Source: an optimization exercise on an open RTL-to-GDS flow (aim: small area). Production flows keep margins and buffers that such runs may drop.
The RTL was checked by simulation tests, not by an equivalence proof against the original design.
Power is estimated from default activity; no workload was simulated.

==> flow/design.v (excerpt) <==
module snn_input_mem #(
  parameter int WIDTH_PKT  = 32,
  parameter int WIDTH_DATA = 13,
  parameter int WIDTH_FW   = 7,
  parameter int DEPTH_F    = 5,
  parameter int DEPTH_I    = 25
) (
  input  logic                  clk,
  input  logic                  rst_n,
  input  logic                  filt_wr_valid,
  output logic                  filt_wr_ready,
  input  logic [4:0]            filt_wr_addr,
  input  logic [WIDTH_FW-1:0]   filt_wr_data,
  input  logic                  ifm_wr_valid,
  output logic                  ifm_wr_ready,
  input  logic [9:0]            ifm_wr_addr,
  input  logic                  ifm_wr_data,
  output logic                  filt_pkt_valid,
  input  logic                  filt_pkt_ready,
  output logic [WIDTH_PKT-1:0]  filt_pkt_data,
  output logic                  ifm_pkt_valid,
  input  logic                  ifm_pkt_ready,
  output logic [WIDTH_PKT-1:0]  ifm_pkt_data,
  output logic                  filt_state,
  output logic                  ifm_state
);
Size in the first run: ~3300 cells after synthesis, roughly 830 flip-flops, ~0.031 mm2 of cells after synthesis.
==> flow/config.mk <==
export PLATFORM = sky130hd
export DESIGN_NAME = snn_input_mem
export DESIGN_NICKNAME = snn_input_mem
export VERILOG_FILES = /design/flow/design.v
export SDC_FILE = /design/flow/constraint.sdc
export NUM_CORES = 4
export LEC_CHECK = 0
export CAP_MARGIN = 20
export CORE_MARGIN = 2
export CORE_UTILIZATION = 55
export SLEW_MARGIN = 20
==> flow/constraint.sdc <==
create_clock -name core_clock -period 12.0 [get_ports {clk}]
set_input_delay 2.4000 -clock core_clock [delete_from_list [all_inputs] [get_ports {clk}]]
set_output_delay 2.4000 -clock core_clock [all_outputs]
set_load 0.01 [all_outputs]
standard.sh (not shown) runs the stock make flow with config.mk's settings and CLKGATE_MAP_FILE= SYNTH_SCRIPT=/design/flow/synth_recipe.tcl, a recipe that flattens the netlist after the stock synthesis.
==> flow/flow/run.sh <==
#!/bin/bash
# Own flow: the standard layout, except that synthesis maps the logic with
# an area-oriented ABC script (flow/area.abc) instead of ORFS's speed script.
# Registers, their names and cell types are those of the standard synthesis:
# only the abc call's -script argument is replaced. Ports are buffered with
# the smallest buffer (buf_1) rather than the one buffer_ports picks. The
# clock tree uses clkbuf_4/clkbuf_8 in clusters of at most 16 sinks, without
# dummy loads.
set -euo pipefail
W=$PWD
cat > "$W/own_synth.tcl" <<EOF
proc abc {args} {
  set i [lsearch -exact \$args -script]
  if {\$i >= 0} { lset args [expr {\$i + 1}] {$W/flow/area.abc} }
  set j [lsearch -exact \$args -D]
  if {\$j >= 0} { set args [lreplace \$args \$j [expr {\$j + 1}]] }
  yosys abc {*}\$args
}
source {$W/synth_recipe.tcl}
EOF
make -C "$FLOW_HOME" DESIGN_CONFIG="$W/config.mk" WORK_HOME="$W/orfs" CLKGATE_MAP_FILE= \
  SYNTH_SCRIPT="$W/own_synth.tcl" \
  BUFFER_PORTS_ARGS="-buffer_cell sky130_fd_sc_hd__buf_1" \
  CTS_ARGS="-sink_clustering_enable -repair_clock_nets -dont_use_dummy_load -buf_list {sky130_fd_sc_hd__clkbuf_4 sky130_fd_sc_hd__clkbuf_8} -sink_clustering_size 16 -sink_clustering_max_diameter 50" \
  finish > "$W/make_finish.log" 2>&1
R=$W/orfs/results/$FLOW_PLATFORM/snn_input_mem/base
: # left out here: write the final layout as DEF
==> flow/flow/area.abc <==
strash
dch -f
amap
&get -n
&st
&dch -f
&nf -R 1000
&put
==> next run, changes <==
- CORE_UTILIZATION: 55 -> 70
Worst hold slack improves by 0.0054 ns.
Die area came out lower by about a fifth.
Wire length fell by a few percent.
Global-route usage grows by 9.5 points.
Area after synthesis stays the same.
Setup slack loses 0.17 ns.

========
snn_input_mem again, from the RTL that the note above started with.
Settings: LEC_CHECK=0, CAP_MARGIN=20, CORE_MARGIN=2, CORE_UTILIZATION=55, SLEW_MARGIN=20; clock period 12.0 ns.
==> flow/flow/area.abc <==
&get -n
 &st
 &dch -f
 &nf -R 1000
 &put
Scripts as last shown in full above: flow/flow/run.sh
Edit:
==> flow/flow/area.abc (replaced) <==
strash
dch -f
amap
&get -n
&st
&dch -f
&nf -R 1000
&put
Settings changed: CORE_UTILIZATION 55 to 62.
What happened:
- sequential power is lower by a few percent
- combinational power is lower by about a fifth
- worst hold slack is about the same
- final area is lower slightly

## what the ideal ports hide
In the flow no input, the clock included, has a driving cell. The finished layouts below were timed again as built, in two steps.
Step 1: set_driving_cell puts a clkbuf_16 on clk and a buf_2 on each other input, an assumption about the parent block.
Step 2, shift: input delay + t, output delay - t, t = (earliest + latest rising clock arrival at the registers) / 2. This alone moves slack from input paths to output paths.
Slacks: no drivers / after step 1 / after step 2; pairs: no drivers / after step 1.
| run | t, ns | setup WS [ns] | latest minus earliest clock arrival (ns) | slew at the worst register clock pin (ns) | worst slew at a driven data input, ns |
|---|---|---|---|---|---|
| the first run of note 1 | 0.768 | 5.373 / 5.310 / 6.077 | 0.072 / 0.071 | 0.11 / 0.11 | 0.05 |
| the second run of note 1 | 0.776 | 5.200 / 5.142 / 5.918 | 0.104 / 0.105 | 0.10 / 0.10 | 0.03 |
| the first run of note 2 | 0.736 | 5.333 / 5.269 / 6.006 | 0.095 / 0.095 | 0.11 / 0.11 | 0.10 |
| the second run of note 2 | 0.720 | 5.302 / 5.241 / 5.961 | 0.108 / 0.108 | 0.11 / 0.11 | 0.04 |
After both steps every run listed still meets setup and hold.
